This design comes from an exercise in tuning for a short achievable clock period and few clock cycles per item on the open sky130 flow, not from production work.
Only simulation tests tie the RTL to the original design; equivalence was not proved.
Power and IR drop assume default switching activity.

File: design/flow/config.mk
export PLATFORM = sky130hd
export DESIGN_NAME = match3_core
export DESIGN_NICKNAME = match3_core
export VERILOG_FILES = /design/flow/design.v
export SDC_FILE = /design/flow/constraint.sdc
export NUM_CORES = 4
export LEC_CHECK = 0
export CAP_MARGIN = 20
export CORE_MARGIN = 2
export CORE_UTILIZATION = 30
export SLEW_MARGIN = 20
File: design/flow/constraint.sdc
create_clock -name core_clock -period 10.0 [get_ports {clk}]
set_input_delay 2.0000 -clock core_clock [delete_from_list [all_inputs] [get_ports {clk}]]
set_output_delay 2.0000 -clock core_clock [all_outputs]
set_load 0.01 [all_outputs]
File: design/flow/design.v
`timescale 1ns/10ps
package board_pkg;
    localparam int grid_rows = 8;
    localparam int grid_cols = 8;
    typedef logic [2:0] row_t;
    typedef logic [2:0] col_t;
    typedef logic [2:0] cell_t;
    localparam int gem_kinds = 5;
    localparam cell_t cell_empty = 3'd7;
    localparam int run_length = 3;
    typedef logic [grid_rows*grid_cols*3-1:0] board_t;
    typedef logic [grid_rows*grid_cols-1:0] mask_t;
endpackage
`timescale 1ns/10ps
package control_pkg;
    typedef enum logic [1:0] {
        st_idle    = 2'd0,
        st_fill    = 2'd1,
        st_gravity = 2'd2,
        st_clear   = 2'd3
    } engine_state_t;
    typedef enum logic [2:0] {
        dir_none  = 3'd0,
        dir_left  = 3'd1,
        dir_right = 3'd2,
        dir_up    = 3'd3,
        dir_down  = 3'd4
    } dir_t;
endpackage
`timescale 1ns/10ps
module gem_fill (
    input  logic              clk,
    input  logic              reset,
    input  logic              consume,
    output logic              ready,
    output board_pkg::board_t next_board
);
    localparam int K = 16;
    localparam logic [15:0] L_RESET = 16'h0852;
    localparam board_pkg::board_t F_RESET = 192'h0cc2190cc30c51450c21a0d068351421a84330c50c41a0d0;
    logic [15:0] lfsr;
    logic        full;
    logic        take;
    logic [6:0]  cnt;
    board_pkg::board_t fb;
    logic [15:0] st [K+1];
    always_comb begin
        st[0][0] = lfsr[0];
        st[0][1] = lfsr[1];
        st[0][2] = lfsr[2];
        st[0][3] = lfsr[3];
        st[0][4] = lfsr[4];
        st[0][5] = lfsr[5];
        st[0][6] = lfsr[6];
        st[0][7] = lfsr[7];
        st[0][8] = lfsr[8];
        st[0][9] = lfsr[9];
        st[0][10] = lfsr[10];
        st[0][11] = lfsr[11];
        st[0][12] = lfsr[12];
        st[0][13] = lfsr[13];
        st[0][14] = lfsr[14];
        st[0][15] = lfsr[15];
        st[1][0] = lfsr[3] ^ lfsr[12] ^ lfsr[14] ^ lfsr[15];
        st[1][1] = lfsr[0];
        st[1][2] = lfsr[1];
        st[1][3] = lfsr[2];
        st[1][4] = lfsr[3];
        st[1][5] = lfsr[4];
        st[1][6] = lfsr[5];
        st[1][7] = lfsr[6];
        st[1][8] = lfsr[7];
        st[1][9] = lfsr[8];
        st[1][10] = lfsr[9];
        st[1][11] = lfsr[10];
        st[1][12] = lfsr[11];
        st[1][13] = lfsr[12];
        st[1][14] = lfsr[13];
        st[1][15] = lfsr[14];
        st[2][0] = lfsr[2] ^ lfsr[11] ^ lfsr[13] ^ lfsr[14];
        st[2][1] = lfsr[3] ^ lfsr[12] ^ lfsr[14] ^ lfsr[15];
        st[2][2] = lfsr[0];
        st[2][3] = lfsr[1];
        st[2][4] = lfsr[2];
        st[2][5] = lfsr[3];
        st[2][6] = lfsr[4];
        st[2][7] = lfsr[5];
        st[2][8] = lfsr[6];
        st[2][9] = lfsr[7];
        st[2][10] = lfsr[8];
        st[2][11] = lfsr[9];
        st[2][12] = lfsr[10];
        st[2][13] = lfsr[11];
        st[2][14] = lfsr[12];
        st[2][15] = lfsr[13];
        st[3][0] = lfsr[1] ^ lfsr[10] ^ lfsr[12] ^ lfsr[13];
        st[3][1] = lfsr[2] ^ lfsr[11] ^ lfsr[13] ^ lfsr[14];
        st[3][2] = lfsr[3] ^ lfsr[12] ^ lfsr[14] ^ lfsr[15];
        st[3][3] = lfsr[0];
        st[3][4] = lfsr[1];
        st[3][5] = lfsr[2];
        st[3][6] = lfsr[3];
        st[3][7] = lfsr[4];
        st[3][8] = lfsr[5];
        st[3][9] = lfsr[6];
        st[3][10] = lfsr[7];
        st[3][11] = lfsr[8];
        st[3][12] = lfsr[9];
        st[3][13] = lfsr[10];
        st[3][14] = lfsr[11];
        st[3][15] = lfsr[12];
        st[4][0] = lfsr[0] ^ lfsr[9] ^ lfsr[11] ^ lfsr[12];
        st[4][1] = lfsr[1] ^ lfsr[10] ^ lfsr[12] ^ lfsr[13];
        st[4][2] = lfsr[2] ^ lfsr[11] ^ lfsr[13] ^ lfsr[14];
        st[4][3] = lfsr[3] ^ lfsr[12] ^ lfsr[14] ^ lfsr[15];
        st[4][4] = lfsr[0];
        st[4][5] = lfsr[1];
        st[4][6] = lfsr[2];
        st[4][7] = lfsr[3];
        st[4][8] = lfsr[4];
        st[4][9] = lfsr[5];
        st[4][10] = lfsr[6];
        st[4][11] = lfsr[7];
        st[4][12] = lfsr[8];
        st[4][13] = lfsr[9];
        st[4][14] = lfsr[10];
        st[4][15] = lfsr[11];
        st[5][0] = lfsr[3] ^ lfsr[8] ^ lfsr[10] ^ lfsr[11] ^ lfsr[12] ^ lfsr[14] ^ lfsr[15];
        st[5][1] = lfsr[0] ^ lfsr[9] ^ lfsr[11] ^ lfsr[12];
        st[5][2] = lfsr[1] ^ lfsr[10] ^ lfsr[12] ^ lfsr[13];
        st[5][3] = lfsr[2] ^ lfsr[11] ^ lfsr[13] ^ lfsr[14];
        st[5][4] = lfsr[3] ^ lfsr[12] ^ lfsr[14] ^ lfsr[15];
        st[5][5] = lfsr[0];
        st[5][6] = lfsr[1];
        st[5][7] = lfsr[2];
        st[5][8] = lfsr[3];
        st[5][9] = lfsr[4];
        st[5][10] = lfsr[5];
        st[5][11] = lfsr[6];
        st[5][12] = lfsr[7];
        st[5][13] = lfsr[8];
        st[5][14] = lfsr[9];
        st[5][15] = lfsr[10];
        st[6][0] = lfsr[2] ^ lfsr[7] ^ lfsr[9] ^ lfsr[10] ^ lfsr[11] ^ lfsr[13] ^ lfsr[14];
        st[6][1] = lfsr[3] ^ lfsr[8] ^ lfsr[10] ^ lfsr[11] ^ lfsr[12] ^ lfsr[14] ^ lfsr[15];
        st[6][2] = lfsr[0] ^ lfsr[9] ^ lfsr[11] ^ lfsr[12];
        st[6][3] = lfsr[1] ^ lfsr[10] ^ lfsr[12] ^ lfsr[13];
        st[6][4] = lfsr[2] ^ lfsr[11] ^ lfsr[13] ^ lfsr[14];
        st[6][5] = lfsr[3] ^ lfsr[12] ^ lfsr[14] ^ lfsr[15];
        st[6][6] = lfsr[0];
        st[6][7] = lfsr[1];
        st[6][8] = lfsr[2];
        st[6][9] = lfsr[3];
        st[6][10] = lfsr[4];
        st[6][11] = lfsr[5];
        st[6][12] = lfsr[6];
        st[6][13] = lfsr[7];
        st[6][14] = lfsr[8];
        st[6][15] = lfsr[9];
        st[7][0] = lfsr[1] ^ lfsr[6] ^ lfsr[8] ^ lfsr[9] ^ lfsr[10] ^ lfsr[12] ^ lfsr[13];
        st[7][1] = lfsr[2] ^ lfsr[7] ^ lfsr[9] ^ lfsr[10] ^ lfsr[11] ^ lfsr[13] ^ lfsr[14];
        st[7][2] = lfsr[3] ^ lfsr[8] ^ lfsr[10] ^ lfsr[11] ^ lfsr[12] ^ lfsr[14] ^ lfsr[15];
        st[7][3] = lfsr[0] ^ lfsr[9] ^ lfsr[11] ^ lfsr[12];
        st[7][4] = lfsr[1] ^ lfsr[10] ^ lfsr[12] ^ lfsr[13];
        st[7][5] = lfsr[2] ^ lfsr[11] ^ lfsr[13] ^ lfsr[14];
        st[7][6] = lfsr[3] ^ lfsr[12] ^ lfsr[14] ^ lfsr[15];
        st[7][7] = lfsr[0];
        st[7][8] = lfsr[1];
        st[7][9] = lfsr[2];
        st[7][10] = lfsr[3];
        st[7][11] = lfsr[4];
        st[7][12] = lfsr[5];
        st[7][13] = lfsr[6];
        st[7][14] = lfsr[7];
        st[7][15] = lfsr[8];
        st[8][0] = lfsr[0] ^ lfsr[5] ^ lfsr[7] ^ lfsr[8] ^ lfsr[9] ^ lfsr[11] ^ lfsr[12];
        st[8][1] = lfsr[1] ^ lfsr[6] ^ lfsr[8] ^ lfsr[9] ^ lfsr[10] ^ lfsr[12] ^ lfsr[13];
        st[8][2] = lfsr[2] ^ lfsr[7] ^ lfsr[9] ^ lfsr[10] ^ lfsr[11] ^ lfsr[13] ^ lfsr[14];
        st[8][3] = lfsr[3] ^ lfsr[8] ^ lfsr[10] ^ lfsr[11] ^ lfsr[12] ^ lfsr[14] ^ lfsr[15];
        st[8][4] = lfsr[0] ^ lfsr[9] ^ lfsr[11] ^ lfsr[12];
        st[8][5] = lfsr[1] ^ lfsr[10] ^ lfsr[12] ^ lfsr[13];
        st[8][6] = lfsr[2] ^ lfsr[11] ^ lfsr[13] ^ lfsr[14];
        st[8][7] = lfsr[3] ^ lfsr[12] ^ lfsr[14] ^ lfsr[15];
        st[8][8] = lfsr[0];
        st[8][9] = lfsr[1];
        st[8][10] = lfsr[2];
        st[8][11] = lfsr[3];
        st[8][12] = lfsr[4];
        st[8][13] = lfsr[5];
        st[8][14] = lfsr[6];
        st[8][15] = lfsr[7];
        st[9][0] = lfsr[3] ^ lfsr[4] ^ lfsr[6] ^ lfsr[7] ^ lfsr[8] ^ lfsr[10] ^ lfsr[11] ^ lfsr[12] ^ lfsr[14] ^ lfsr[15];
        st[9][1] = lfsr[0] ^ lfsr[5] ^ lfsr[7] ^ lfsr[8] ^ lfsr[9] ^ lfsr[11] ^ lfsr[12];
        st[9][2] = lfsr[1] ^ lfsr[6] ^ lfsr[8] ^ lfsr[9] ^ lfsr[10] ^ lfsr[12] ^ lfsr[13];
        st[9][3] = lfsr[2] ^ lfsr[7] ^ lfsr[9] ^ lfsr[10] ^ lfsr[11] ^ lfsr[13] ^ lfsr[14];
        st[9][4] = lfsr[3] ^ lfsr[8] ^ lfsr[10] ^ lfsr[11] ^ lfsr[12] ^ lfsr[14] ^ lfsr[15];
        st[9][5] = lfsr[0] ^ lfsr[9] ^ lfsr[11] ^ lfsr[12];
        st[9][6] = lfsr[1] ^ lfsr[10] ^ lfsr[12] ^ lfsr[13];
        st[9][7] = lfsr[2] ^ lfsr[11] ^ lfsr[13] ^ lfsr[14];
        st[9][8] = lfsr[3] ^ lfsr[12] ^ lfsr[14] ^ lfsr[15];
        st[9][9] = lfsr[0];
        st[9][10] = lfsr[1];
        st[9][11] = lfsr[2];
        st[9][12] = lfsr[3];
        st[9][13] = lfsr[4];
        st[9][14] = lfsr[5];
        st[9][15] = lfsr[6];
        st[10][0] = lfsr[2] ^ lfsr[3] ^ lfsr[5] ^ lfsr[6] ^ lfsr[7] ^ lfsr[9] ^ lfsr[10] ^ lfsr[11] ^ lfsr[13] ^ lfsr[14];
        st[10][1] = lfsr[3] ^ lfsr[4] ^ lfsr[6] ^ lfsr[7] ^ lfsr[8] ^ lfsr[10] ^ lfsr[11] ^ lfsr[12] ^ lfsr[14] ^ lfsr[15];
        st[10][2] = lfsr[0] ^ lfsr[5] ^ lfsr[7] ^ lfsr[8] ^ lfsr[9] ^ lfsr[11] ^ lfsr[12];
        st[10][3] = lfsr[1] ^ lfsr[6] ^ lfsr[8] ^ lfsr[9] ^ lfsr[10] ^ lfsr[12] ^ lfsr[13];
        st[10][4] = lfsr[2] ^ lfsr[7] ^ lfsr[9] ^ lfsr[10] ^ lfsr[11] ^ lfsr[13] ^ lfsr[14];
        st[10][5] = lfsr[3] ^ lfsr[8] ^ lfsr[10] ^ lfsr[11] ^ lfsr[12] ^ lfsr[14] ^ lfsr[15];
        st[10][6] = lfsr[0] ^ lfsr[9] ^ lfsr[11] ^ lfsr[12];
        st[10][7] = lfsr[1] ^ lfsr[10] ^ lfsr[12] ^ lfsr[13];
        st[10][8] = lfsr[2] ^ lfsr[11] ^ lfsr[13] ^ lfsr[14];
        st[10][9] = lfsr[3] ^ lfsr[12] ^ lfsr[14] ^ lfsr[15];
        st[10][10] = lfsr[0];
        st[10][11] = lfsr[1];
        st[10][12] = lfsr[2];
        st[10][13] = lfsr[3];
        st[10][14] = lfsr[4];
        st[10][15] = lfsr[5];
        st[11][0] = lfsr[1] ^ lfsr[2] ^ lfsr[4] ^ lfsr[5] ^ lfsr[6] ^ lfsr[8] ^ lfsr[9] ^ lfsr[10] ^ lfsr[12] ^ lfsr[13];
        st[11][1] = lfsr[2] ^ lfsr[3] ^ lfsr[5] ^ lfsr[6] ^ lfsr[7] ^ lfsr[9] ^ lfsr[10] ^ lfsr[11] ^ lfsr[13] ^ lfsr[14];
        st[11][2] = lfsr[3] ^ lfsr[4] ^ lfsr[6] ^ lfsr[7] ^ lfsr[8] ^ lfsr[10] ^ lfsr[11] ^ lfsr[12] ^ lfsr[14] ^ lfsr[15];
        st[11][3] = lfsr[0] ^ lfsr[5] ^ lfsr[7] ^ lfsr[8] ^ lfsr[9] ^ lfsr[11] ^ lfsr[12];
        st[11][4] = lfsr[1] ^ lfsr[6] ^ lfsr[8] ^ lfsr[9] ^ lfsr[10] ^ lfsr[12] ^ lfsr[13];
        st[11][5] = lfsr[2] ^ lfsr[7] ^ lfsr[9] ^ lfsr[10] ^ lfsr[11] ^ lfsr[13] ^ lfsr[14];
        st[11][6] = lfsr[3] ^ lfsr[8] ^ lfsr[10] ^ lfsr[11] ^ lfsr[12] ^ lfsr[14] ^ lfsr[15];
        st[11][7] = lfsr[0] ^ lfsr[9] ^ lfsr[11] ^ lfsr[12];
        st[11][8] = lfsr[1] ^ lfsr[10] ^ lfsr[12] ^ lfsr[13];
        st[11][9] = lfsr[2] ^ lfsr[11] ^ lfsr[13] ^ lfsr[14];
        st[11][10] = lfsr[3] ^ lfsr[12] ^ lfsr[14] ^ lfsr[15];
        st[11][11] = lfsr[0];
        st[11][12] = lfsr[1];
        st[11][13] = lfsr[2];
        st[11][14] = lfsr[3];
        st[11][15] = lfsr[4];
        st[12][0] = lfsr[0] ^ lfsr[1] ^ lfsr[3] ^ lfsr[4] ^ lfsr[5] ^ lfsr[7] ^ lfsr[8] ^ lfsr[9] ^ lfsr[11] ^ lfsr[12];
        st[12][1] = lfsr[1] ^ lfsr[2] ^ lfsr[4] ^ lfsr[5] ^ lfsr[6] ^ lfsr[8] ^ lfsr[9] ^ lfsr[10] ^ lfsr[12] ^ lfsr[13];
        st[12][2] = lfsr[2] ^ lfsr[3] ^ lfsr[5] ^ lfsr[6] ^ lfsr[7] ^ lfsr[9] ^ lfsr[10] ^ lfsr[11] ^ lfsr[13] ^ lfsr[14];
        st[12][3] = lfsr[3] ^ lfsr[4] ^ lfsr[6] ^ lfsr[7] ^ lfsr[8] ^ lfsr[10] ^ lfsr[11] ^ lfsr[12] ^ lfsr[14] ^ lfsr[15];
        st[12][4] = lfsr[0] ^ lfsr[5] ^ lfsr[7] ^ lfsr[8] ^ lfsr[9] ^ lfsr[11] ^ lfsr[12];
        st[12][5] = lfsr[1] ^ lfsr[6] ^ lfsr[8] ^ lfsr[9] ^ lfsr[10] ^ lfsr[12] ^ lfsr[13];
        st[12][6] = lfsr[2] ^ lfsr[7] ^ lfsr[9] ^ lfsr[10] ^ lfsr[11] ^ lfsr[13] ^ lfsr[14];
        st[12][7] = lfsr[3] ^ lfsr[8] ^ lfsr[10] ^ lfsr[11] ^ lfsr[12] ^ lfsr[14] ^ lfsr[15];
        st[12][8] = lfsr[0] ^ lfsr[9] ^ lfsr[11] ^ lfsr[12];
        st[12][9] = lfsr[1] ^ lfsr[10] ^ lfsr[12] ^ lfsr[13];
        st[12][10] = lfsr[2] ^ lfsr[11] ^ lfsr[13] ^ lfsr[14];
        st[12][11] = lfsr[3] ^ lfsr[12] ^ lfsr[14] ^ lfsr[15];
        st[12][12] = lfsr[0];
        st[12][13] = lfsr[1];
        st[12][14] = lfsr[2];
        st[12][15] = lfsr[3];
        st[13][0] = lfsr[0] ^ lfsr[2] ^ lfsr[4] ^ lfsr[6] ^ lfsr[7] ^ lfsr[8] ^ lfsr[10] ^ lfsr[11] ^ lfsr[12] ^ lfsr[14] ^ lfsr[15];
        st[13][1] = lfsr[0] ^ lfsr[1] ^ lfsr[3] ^ lfsr[4] ^ lfsr[5] ^ lfsr[7] ^ lfsr[8] ^ lfsr[9] ^ lfsr[11] ^ lfsr[12];
        st[13][2] = lfsr[1] ^ lfsr[2] ^ lfsr[4] ^ lfsr[5] ^ lfsr[6] ^ lfsr[8] ^ lfsr[9] ^ lfsr[10] ^ lfsr[12] ^ lfsr[13];
        st[13][3] = lfsr[2] ^ lfsr[3] ^ lfsr[5] ^ lfsr[6] ^ lfsr[7] ^ lfsr[9] ^ lfsr[10] ^ lfsr[11] ^ lfsr[13] ^ lfsr[14];
        st[13][4] = lfsr[3] ^ lfsr[4] ^ lfsr[6] ^ lfsr[7] ^ lfsr[8] ^ lfsr[10] ^ lfsr[11] ^ lfsr[12] ^ lfsr[14] ^ lfsr[15];
        st[13][5] = lfsr[0] ^ lfsr[5] ^ lfsr[7] ^ lfsr[8] ^ lfsr[9] ^ lfsr[11] ^ lfsr[12];
        st[13][6] = lfsr[1] ^ lfsr[6] ^ lfsr[8] ^ lfsr[9] ^ lfsr[10] ^ lfsr[12] ^ lfsr[13];
        st[13][7] = lfsr[2] ^ lfsr[7] ^ lfsr[9] ^ lfsr[10] ^ lfsr[11] ^ lfsr[13] ^ lfsr[14];
        st[13][8] = lfsr[3] ^ lfsr[8] ^ lfsr[10] ^ lfsr[11] ^ lfsr[12] ^ lfsr[14] ^ lfsr[15];
        st[13][9] = lfsr[0] ^ lfsr[9] ^ lfsr[11] ^ lfsr[12];
        st[13][10] = lfsr[1] ^ lfsr[10] ^ lfsr[12] ^ lfsr[13];
        st[13][11] = lfsr[2] ^ lfsr[11] ^ lfsr[13] ^ lfsr[14];
        st[13][12] = lfsr[3] ^ lfsr[12] ^ lfsr[14] ^ lfsr[15];
        st[13][13] = lfsr[0];
        st[13][14] = lfsr[1];
        st[13][15] = lfsr[2];
        st[14][0] = lfsr[1] ^ lfsr[5] ^ lfsr[6] ^ lfsr[7] ^ lfsr[9] ^ lfsr[10] ^ lfsr[11] ^ lfsr[12] ^ lfsr[13] ^ lfsr[15];
        st[14][1] = lfsr[0] ^ lfsr[2] ^ lfsr[4] ^ lfsr[6] ^ lfsr[7] ^ lfsr[8] ^ lfsr[10] ^ lfsr[11] ^ lfsr[12] ^ lfsr[14] ^ lfsr[15];
        st[14][2] = lfsr[0] ^ lfsr[1] ^ lfsr[3] ^ lfsr[4] ^ lfsr[5] ^ lfsr[7] ^ lfsr[8] ^ lfsr[9] ^ lfsr[11] ^ lfsr[12];
        st[14][3] = lfsr[1] ^ lfsr[2] ^ lfsr[4] ^ lfsr[5] ^ lfsr[6] ^ lfsr[8] ^ lfsr[9] ^ lfsr[10] ^ lfsr[12] ^ lfsr[13];
        st[14][4] = lfsr[2] ^ lfsr[3] ^ lfsr[5] ^ lfsr[6] ^ lfsr[7] ^ lfsr[9] ^ lfsr[10] ^ lfsr[11] ^ lfsr[13] ^ lfsr[14];
        st[14][5] = lfsr[3] ^ lfsr[4] ^ lfsr[6] ^ lfsr[7] ^ lfsr[8] ^ lfsr[10] ^ lfsr[11] ^ lfsr[12] ^ lfsr[14] ^ lfsr[15];
        st[14][6] = lfsr[0] ^ lfsr[5] ^ lfsr[7] ^ lfsr[8] ^ lfsr[9] ^ lfsr[11] ^ lfsr[12];
        st[14][7] = lfsr[1] ^ lfsr[6] ^ lfsr[8] ^ lfsr[9] ^ lfsr[10] ^ lfsr[12] ^ lfsr[13];
        st[14][8] = lfsr[2] ^ lfsr[7] ^ lfsr[9] ^ lfsr[10] ^ lfsr[11] ^ lfsr[13] ^ lfsr[14];
        st[14][9] = lfsr[3] ^ lfsr[8] ^ lfsr[10] ^ lfsr[11] ^ lfsr[12] ^ lfsr[14] ^ lfsr[15];
        st[14][10] = lfsr[0] ^ lfsr[9] ^ lfsr[11] ^ lfsr[12];
        st[14][11] = lfsr[1] ^ lfsr[10] ^ lfsr[12] ^ lfsr[13];
        st[14][12] = lfsr[2] ^ lfsr[11] ^ lfsr[13] ^ lfsr[14];
        st[14][13] = lfsr[3] ^ lfsr[12] ^ lfsr[14] ^ lfsr[15];
        st[14][14] = lfsr[0];
        st[14][15] = lfsr[1];
        st[15][0] = lfsr[0] ^ lfsr[4] ^ lfsr[5] ^ lfsr[6] ^ lfsr[8] ^ lfsr[9] ^ lfsr[10] ^ lfsr[11] ^ lfsr[12] ^ lfsr[14];
        st[15][1] = lfsr[1] ^ lfsr[5] ^ lfsr[6] ^ lfsr[7] ^ lfsr[9] ^ lfsr[10] ^ lfsr[11] ^ lfsr[12] ^ lfsr[13] ^ lfsr[15];
        st[15][2] = lfsr[0] ^ lfsr[2] ^ lfsr[4] ^ lfsr[6] ^ lfsr[7] ^ lfsr[8] ^ lfsr[10] ^ lfsr[11] ^ lfsr[12] ^ lfsr[14] ^ lfsr[15];
        st[15][3] = lfsr[0] ^ lfsr[1] ^ lfsr[3] ^ lfsr[4] ^ lfsr[5] ^ lfsr[7] ^ lfsr[8] ^ lfsr[9] ^ lfsr[11] ^ lfsr[12];
        st[15][4] = lfsr[1] ^ lfsr[2] ^ lfsr[4] ^ lfsr[5] ^ lfsr[6] ^ lfsr[8] ^ lfsr[9] ^ lfsr[10] ^ lfsr[12] ^ lfsr[13];
        st[15][5] = lfsr[2] ^ lfsr[3] ^ lfsr[5] ^ lfsr[6] ^ lfsr[7] ^ lfsr[9] ^ lfsr[10] ^ lfsr[11] ^ lfsr[13] ^ lfsr[14];
        st[15][6] = lfsr[3] ^ lfsr[4] ^ lfsr[6] ^ lfsr[7] ^ lfsr[8] ^ lfsr[10] ^ lfsr[11] ^ lfsr[12] ^ lfsr[14] ^ lfsr[15];
        st[15][7] = lfsr[0] ^ lfsr[5] ^ lfsr[7] ^ lfsr[8] ^ lfsr[9] ^ lfsr[11] ^ lfsr[12];
        st[15][8] = lfsr[1] ^ lfsr[6] ^ lfsr[8] ^ lfsr[9] ^ lfsr[10] ^ lfsr[12] ^ lfsr[13];
        st[15][9] = lfsr[2] ^ lfsr[7] ^ lfsr[9] ^ lfsr[10] ^ lfsr[11] ^ lfsr[13] ^ lfsr[14];
        st[15][10] = lfsr[3] ^ lfsr[8] ^ lfsr[10] ^ lfsr[11] ^ lfsr[12] ^ lfsr[14] ^ lfsr[15];
        st[15][11] = lfsr[0] ^ lfsr[9] ^ lfsr[11] ^ lfsr[12];
        st[15][12] = lfsr[1] ^ lfsr[10] ^ lfsr[12] ^ lfsr[13];
        st[15][13] = lfsr[2] ^ lfsr[11] ^ lfsr[13] ^ lfsr[14];
        st[15][14] = lfsr[3] ^ lfsr[12] ^ lfsr[14] ^ lfsr[15];
        st[15][15] = lfsr[0];
        st[16][0] = lfsr[4] ^ lfsr[5] ^ lfsr[7] ^ lfsr[8] ^ lfsr[9] ^ lfsr[10] ^ lfsr[11] ^ lfsr[12] ^ lfsr[13] ^ lfsr[14] ^ lfsr[15];
        st[16][1] = lfsr[0] ^ lfsr[4] ^ lfsr[5] ^ lfsr[6] ^ lfsr[8] ^ lfsr[9] ^ lfsr[10] ^ lfsr[11] ^ lfsr[12] ^ lfsr[14];
        st[16][2] = lfsr[1] ^ lfsr[5] ^ lfsr[6] ^ lfsr[7] ^ lfsr[9] ^ lfsr[10] ^ lfsr[11] ^ lfsr[12] ^ lfsr[13] ^ lfsr[15];
        st[16][3] = lfsr[0] ^ lfsr[2] ^ lfsr[4] ^ lfsr[6] ^ lfsr[7] ^ lfsr[8] ^ lfsr[10] ^ lfsr[11] ^ lfsr[12] ^ lfsr[14] ^ lfsr[15];
        st[16][4] = lfsr[0] ^ lfsr[1] ^ lfsr[3] ^ lfsr[4] ^ lfsr[5] ^ lfsr[7] ^ lfsr[8] ^ lfsr[9] ^ lfsr[11] ^ lfsr[12];
        st[16][5] = lfsr[1] ^ lfsr[2] ^ lfsr[4] ^ lfsr[5] ^ lfsr[6] ^ lfsr[8] ^ lfsr[9] ^ lfsr[10] ^ lfsr[12] ^ lfsr[13];
        st[16][6] = lfsr[2] ^ lfsr[3] ^ lfsr[5] ^ lfsr[6] ^ lfsr[7] ^ lfsr[9] ^ lfsr[10] ^ lfsr[11] ^ lfsr[13] ^ lfsr[14];
        st[16][7] = lfsr[3] ^ lfsr[4] ^ lfsr[6] ^ lfsr[7] ^ lfsr[8] ^ lfsr[10] ^ lfsr[11] ^ lfsr[12] ^ lfsr[14] ^ lfsr[15];
        st[16][8] = lfsr[0] ^ lfsr[5] ^ lfsr[7] ^ lfsr[8] ^ lfsr[9] ^ lfsr[11] ^ lfsr[12];
        st[16][9] = lfsr[1] ^ lfsr[6] ^ lfsr[8] ^ lfsr[9] ^ lfsr[10] ^ lfsr[12] ^ lfsr[13];
        st[16][10] = lfsr[2] ^ lfsr[7] ^ lfsr[9] ^ lfsr[10] ^ lfsr[11] ^ lfsr[13] ^ lfsr[14];
        st[16][11] = lfsr[3] ^ lfsr[8] ^ lfsr[10] ^ lfsr[11] ^ lfsr[12] ^ lfsr[14] ^ lfsr[15];
        st[16][12] = lfsr[0] ^ lfsr[9] ^ lfsr[11] ^ lfsr[12];
        st[16][13] = lfsr[1] ^ lfsr[10] ^ lfsr[12] ^ lfsr[13];
        st[16][14] = lfsr[2] ^ lfsr[11] ^ lfsr[13] ^ lfsr[14];
        st[16][15] = lfsr[3] ^ lfsr[12] ^ lfsr[14] ^ lfsr[15];
    end
    logic [K-1:0] v;
    logic [2:0]   g [K];
    logic [5:0]   pre [K+1];
    logic [6:0]   room;
    logic [6:0]   n;
    logic         last;
    logic [15:0]  lfsr_next;
    logic [2:0]   comp [K];
    board_pkg::board_t fb_next;
    always_comb begin
        for (int t = 0; t < K; t++) begin
            g[t] = st[t][2:0] - 3'd1;
            v[t] = (g[t] < 3'd5);
        end
        for (int t = 0; t <= K; t++) begin
            pre[t] = '0;
            for (int u = 0; u < t; u++) pre[t] = pre[t] + 6'(v[u]);
        end
        room = 7'd64 - cnt;
        last = (7'(pre[K]) >= room);
        n    = last ? room : 7'(pre[K]);
        lfsr_next = st[K];
        for (int t = 0; t < K; t++) begin
            if (last && v[t] && (7'(pre[t]) == room - 7'd1)) lfsr_next = st[t+1];
        end
        for (int j = 0; j < K; j++) begin
            comp[j] = '0;
            for (int t = j; t < K; t++) begin
                if (v[t] && (pre[t] == 6'(j))) comp[j] = comp[j] | g[t];
            end
        end
        fb_next = fb;
        for (int s = 0; s <= K; s++) begin
            if (n == 7'(s)) begin
                for (int i = 0; i < 64; i++) begin
                    if (i < 64 - s) fb_next[i*3 +: 3] = fb[(i+s)*3 +: 3];
                    else            fb_next[i*3 +: 3] = comp[i-64+s];
                end
            end
        end
    end
    always_ff @(posedge clk or posedge reset) begin
        if (reset) begin
            lfsr <= L_RESET;
            cnt  <= 7'd64;
            fb   <= F_RESET;
        end else if (take) begin
            cnt  <= 7'd0;
        end else if (cnt != 7'd64) begin
            lfsr <= lfsr_next;
            cnt  <= cnt + n;
            fb   <= fb_next;
        end
    end
    localparam board_pkg::board_t S_RESET = 192'h6628406a288330c41b4610d19ffff8ffffffffffffffffff;
    board_pkg::board_t sb;
    board_pkg::mask_t  smask;
    board_pkg::board_t sb_step;
    logic              svalid;
    match_finder u_smatch (.cells(sb), .mask(smask));
    board_pack   u_spack  (.cells(sb), .kill(smask), .cells_out(sb_step));
    assign full = (cnt == 7'd64);
    assign take = full && (!svalid || consume);
    always_ff @(posedge clk or posedge reset) begin
        if (reset) begin
            sb     <= S_RESET;
            svalid <= 1'b1;
        end else if (take) begin
            sb     <= fb;
            svalid <= 1'b1;
        end else if (consume) begin
            svalid <= 1'b0;
        end else begin
            sb     <= sb_step;
        end
    end
    assign ready      = svalid;
    assign next_board = sb_step;
endmodule
`timescale 1ns/10ps
`timescale 1ns/10ps
module match_finder (
    input  board_pkg::board_t cells,
    output board_pkg::mask_t  mask
);
    localparam int rows = board_pkg::grid_rows;
    localparam int cols = board_pkg::grid_cols;
    localparam int runl = board_pkg::run_length;
    always_comb begin
        logic hit;
        mask = '0;
        hit  = 1'b0;
        for (int r = 0; r < rows; r++) begin
            for (int c = 0; c <= cols - runl; c++) begin
                hit = (cells[(r*cols+c)*3 +: 3] != board_pkg::cell_empty);
                for (int j = 1; j < runl; j++) begin
                    hit = hit && (cells[(r*cols+c+j)*3 +: 3] == cells[(r*cols+c)*3 +: 3]);
                end
                if (hit) begin
                    for (int j = 0; j < runl; j++) begin
                        mask[r*cols+c+j] = 1'b1;
                    end
                end
            end
        end
        for (int c = 0; c < cols; c++) begin
            for (int r = 0; r <= rows - runl; r++) begin
                hit = (cells[(r*cols+c)*3 +: 3] != board_pkg::cell_empty);
                for (int j = 1; j < runl; j++) begin
                    hit = hit && (cells[((r+j)*cols+c)*3 +: 3] == cells[(r*cols+c)*3 +: 3]);
                end
                if (hit) begin
                    for (int j = 0; j < runl; j++) begin
                        mask[(r+j)*cols+c] = 1'b1;
                    end
                end
            end
        end
    end
endmodule
`timescale 1ns/10ps
module board_pack (
    input  board_pkg::board_t cells,
    input  board_pkg::mask_t  kill,
    output board_pkg::board_t cells_out
);
    localparam int rows = board_pkg::grid_rows;
    localparam int cols = board_pkg::grid_cols;
    always_comb begin
        logic [rows-1:0] keep;
        logic [2:0]      below [rows];
        logic [2:0]      v;
        logic            any;
        cells_out = '1;
        for (int c = 0; c < cols; c++) begin
            for (int r = 0; r < rows; r++) begin
                keep[r] = (cells[(r*cols+c)*3 +: 3] != board_pkg::cell_empty) && !kill[r*cols+c];
            end
            for (int r = 0; r < rows; r++) begin
                below[r] = '0;
                for (int q = r + 1; q < rows; q++) below[r] = below[r] + 3'(keep[q]);
            end
            for (int j = 0; j < rows; j++) begin
                v   = '0;
                any = 1'b0;
                for (int r = 0; r <= j; r++) begin
                    if (keep[r] && (below[r] == 3'(rows - 1 - j))) begin
                        v   = v | cells[(r*cols+c)*3 +: 3];
                        any = 1'b1;
                    end
                end
                cells_out[(j*cols+c)*3 +: 3] = any ? v : board_pkg::cell_empty;
            end
        end
    end
endmodule
`timescale 1ns/10ps
module cursor_ctrl (
    input  logic              clk,
    input  logic              reset,
    input  logic              enable,
    input  logic              left,
    input  logic              right,
    input  logic              up,
    input  logic              down,
    input  logic              enter,
    output board_pkg::row_t   cursor_row,
    output board_pkg::col_t   cursor_col,
    output logic              selected,
    output logic              swap_try,
    output logic [3:0]        swap_dir
);
    logic [3:0] req;
    logic [3:0] nb_ok;
    logic       has_neighbour;
    assign req[0] = left;
    assign req[1] = !left && right;
    assign req[2] = !left && !right && up;
    assign req[3] = !left && !right && !up && down;
    assign nb_ok[0] = (cursor_col != '0);
    assign nb_ok[1] = (cursor_col != board_pkg::col_t'(board_pkg::grid_cols - 1));
    assign nb_ok[2] = (cursor_row != '0);
    assign nb_ok[3] = (cursor_row != board_pkg::row_t'(board_pkg::grid_rows - 1));
    assign has_neighbour = |(req & nb_ok);
    assign swap_try = enable && !enter && selected && has_neighbour;
    assign swap_dir = req;
    always_ff @(posedge clk or posedge reset) begin
        if (reset) begin
            cursor_row <= '0;
            cursor_col <= '0;
            selected   <= 1'b0;
        end else if (enable) begin
            if (enter) begin
                selected <= ~selected;
            end else if (|req) begin
                if (selected) begin
                    selected <= 1'b0;
                end else if (has_neighbour) begin
                    if (req[0]) cursor_col <= cursor_col - 1'b1;
                    if (req[1]) cursor_col <= cursor_col + 1'b1;
                    if (req[2]) cursor_row <= cursor_row - 1'b1;
                    if (req[3]) cursor_row <= cursor_row + 1'b1;
                end
            end
        end
    end
endmodule
`timescale 1ns/10ps
module swap_trial (
    input  board_pkg::board_t cells,
    input  logic [5:0]        cur_idx,
    input  logic [5:0]        nb_idx,
    output logic              keep,
    output board_pkg::board_t next
);
    board_pkg::cell_t  cur_cell;
    board_pkg::cell_t  nb_cell;
    board_pkg::board_t trial;
    board_pkg::mask_t  tmask;
    board_pkg::mask_t  kill;
    assign cur_cell = cells[cur_idx*3 +: 3];
    assign nb_cell  = cells[nb_idx*3 +: 3];
    always_comb begin
        trial = cells;
        for (int i = 0; i < board_pkg::grid_rows*board_pkg::grid_cols; i++) begin
            if (6'(i) == cur_idx) begin
                trial[i*3 +: 3] = nb_cell;
            end
            if (6'(i) == nb_idx) begin
                trial[i*3 +: 3] = cur_cell;
            end
        end
    end
    match_finder u_tmatch (
        .cells (trial),
        .mask  (tmask)
    );
    assign keep = |tmask;
    assign kill = ((cur_cell == board_pkg::cell_empty) || (nb_cell == board_pkg::cell_empty)) ? '0 : tmask;
    board_pack u_tpack (
        .cells  (trial),
        .kill   (kill),
        .cells_out (next)
    );
endmodule
`timescale 1ns/10ps
module match3_core (
    input  logic             clk,
    input  logic             reset,
    input  logic             left,
    input  logic             right,
    input  logic             up,
    input  logic             down,
    input  logic             enter,
    input  logic             game_reset,
    input  board_pkg::row_t  rd_row,
    input  board_pkg::col_t  rd_col,
    output board_pkg::cell_t rd_cell,
    output board_pkg::row_t  cursor_row,
    output board_pkg::col_t  cursor_col,
    output logic             selected,
    output logic             busy
);
    board_pkg::board_t board;
    board_pkg::mask_t  bmask;
    board_pkg::board_t board_step;
    logic              wait_game;
    logic              board_match;
    logic              accept;
    logic              swap_try;
    logic [3:0]        swap_dir;
    logic [3:0]        dir_keep;
    board_pkg::board_t dir_next [4];
    logic [5:0]        cur_idx;
    logic [5:0]        nb_idx [4];
    logic              swap_keep;
    board_pkg::board_t swap_next;
    logic              game_ready;
    logic              game_take;
    board_pkg::board_t game_board;
    match_finder u_board_matches (
        .cells (board),
        .mask  (bmask)
    );
    board_pack u_board_pack (
        .cells  (board),
        .kill   (bmask),
        .cells_out (board_step)
    );
    assign board_match = |bmask;
    assign busy        = wait_game || board_match;
    assign accept      = !busy;
    cursor_ctrl u_cursor_ctrl (
        .clk        (clk),
        .reset      (reset),
        .enable     (accept),
        .left       (left),
        .right      (right),
        .up         (up),
        .down       (down),
        .enter      (enter),
        .cursor_row (cursor_row),
        .cursor_col (cursor_col),
        .selected   (selected),
        .swap_try   (swap_try),
        .swap_dir   (swap_dir)
    );
    assign cur_idx   = {cursor_row, cursor_col};
    assign nb_idx[0] = {cursor_row, cursor_col - 3'd1};
    assign nb_idx[1] = {cursor_row, cursor_col + 3'd1};
    assign nb_idx[2] = {cursor_row - 3'd1, cursor_col};
    assign nb_idx[3] = {cursor_row + 3'd1, cursor_col};
    for (genvar d = 0; d < 4; d++) begin : g_trial
        swap_trial u_trial (
            .cells   (board),
            .cur_idx (cur_idx),
            .nb_idx  (nb_idx[d]),
            .keep    (dir_keep[d]),
            .next    (dir_next[d])
        );
    end
    assign swap_keep = swap_try && |(swap_dir & dir_keep);
    always_comb begin
        swap_next = dir_next[3];
        if (swap_dir[0]) swap_next = dir_next[0];
        else if (swap_dir[1]) swap_next = dir_next[1];
        else if (swap_dir[2]) swap_next = dir_next[2];
    end
    assign game_take = game_ready && ((accept && game_reset) || wait_game);
    gem_fill u_gem_fill (
        .clk        (clk),
        .reset      (reset),
        .consume    (game_take),
        .ready      (game_ready),
        .next_board (game_board)
    );
    always_ff @(posedge clk or posedge reset) begin
        if (reset) begin
            board     <= {board_pkg::grid_rows*board_pkg::grid_cols{board_pkg::cell_empty}};
            wait_game <= 1'b0;
        end else if (game_take) begin
            board     <= game_board;
            wait_game <= 1'b0;
        end else if (accept && game_reset) begin
            wait_game <= 1'b1;
        end else if (accept && swap_keep) begin
            board     <= swap_next;
        end else begin
            board     <= board_step;
        end
    end
    assign rd_cell = board[{rd_row, rd_col}*3 +: 3];
endmodule
File: design/flow/run.sh
#!/bin/bash
# synth_recipe.tcl (not shown) runs the flow's synth.tcl, then flattens the netlist and writes it again
# the make line also repeats each setting of config.mk as NAME=value (left out here)
make -C /OpenROAD-flow-scripts/flow DESIGN_CONFIG=/design/flow/config.mk WORK_HOME=/design/flow/orfs CLKGATE_MAP_FILE= SYNTH_SCRIPT=/design/flow/synth_recipe.tcl finish
==> results.toml <==
[yosys]
synthFlopType = "dfstp_2"
synth_edf_count = 0
async_reset_ff_share_pct = 100
ys_ff_latch = 608
synth_top_family_by_area = "compound AO/OA/AOI/OAI gates"
synth_mux_area_share_pct = 4.62
synth_adder_area_share_pct = 7.66
synthesis.area_sq_mm = 0.206
synth_compound_area_share_pct = 39.6
synth_cells = 31500
ys_warn_count = 14
synth_area_leaders = "nand2_1 (6.7%), nand3_1 (5.4%), nor2_1 (5.3%), a21oi_1 (5.3%), dfstp_2 (4.9%)"
synth-simple-area-share_pct = 32.0
synth_top_area_share_pct = 6.70
synthXorXnorAreaFrac_pct = 1.12
yosys.area.top_type = "nand2_1"
syn_nets = 32500
synth.distinct_cells = 133
syn_area_per_cell_sq_um = 6.52
yosysSeqAreaShare_pct = 7.63

[global_routing]
overflow = 1694
grt_pass1_vias = 379000
grt_pass1_wl_mm = 3690
grt_max_degree = 170
grtUsageTotal_pct = 75.8

[die]
die_x_microns = 832
core.rowCount = 304
start_util_pct = 30.1
ioPinCount = 25
die_height_microns = 832

[clock_network]
cts_buffer_depth = 4
clock-sinks = 608
cts_buffers = 91
root_buffer = "clkbuf_16"
hold_buffers = 0
htree_levels = 3

[placed_design]
hpwl_mm = 2000
place_ws_ns = -1.52
numPortBuffers = 24
gp_congestion = 1.43

[status]
outcome = "aborted with a tool error"
error_line = "[ERROR GRT-0116] Global routing finished with congestion. Check the congestion regions in the DRC Viewer."
stop_stage = "global routing (5_1_grt)"
per-layer routing:
metal,GRT overflow,track usage (%)
met5,0,31.0
met4,617,78.4
met3,38,58.6
met2,1028,91.7
met1,11,76.2
what timing repair did:
item                       in CTS
cloned                         28
setup endpoints to repair     404
buffers inserted              319
pin swaps                     448
gates resized for setup      1036
how the worst max path moves through the flow:
stage	end	slack, ns
after floorplan	u_gem_fill.lfsr[7]	-0.88
after global placement	u_gem_fill.fb[51]	-1.90
after detailed placement	u_gem_fill.fb[51]	-1.52
after CTS	u_gem_fill.fb[31]	-0.18
metrics by stage:
| step | hold slack (ns) | instances | area, sq um | TNS, ns | power, mW |
|---|---|---|---|---|---|
| 4_1_cts | 0.500 | 49000 | 309000 | -10.99 | 167 |
| 3_5_place_dp | 0.487 | 48500 | 298000 | -284.41 | 161 |
| 3_3_place_gp | 0.487 | 48500 | 298000 | -373.31 | 159 |
| 2_1_floorplan | 0.440 | 31500 | 207000 | -80.41 | 67.4 |
cell usage after synthesis, types with 500 or more instances:
cell / n
and3_1: 515
o21ai_0: 1895
o221ai_1: 521
clkbuf_1: 2365
or3_1: 681
ha_1: 500
a221oi_1: 658
a22oi_1: 704
nand2_1: 3670
nor3_1: 1218
a21oi_1: 2166
o22ai_1: 884
a222oi_1: 608
nand3_1: 2216
nor2_1: 2924
inv_1: 861
cells by family after synthesis:
kind of cell,Yosys count
xor+xnor,230
fa+ha+maj,975
buf+inv,3844
mux,690
simple gates,13600
compound gates,11600
flops,608
power groups by stage:
| stage | Sequential, mW | Clock [mW] | Combinational [mW] |
|---|---|---|---|
| after floorplan | 3.62 | 0 | 63.8 |
| after detailed placement | 4.93 | 0 | 156 |
| after CTS | 4.88 | 3.70 | 158 |
| after global placement | 4.90 | 0 | 154 |
Testbench counts, summed over its fixed seeds: cycles 3,313, commands 492.
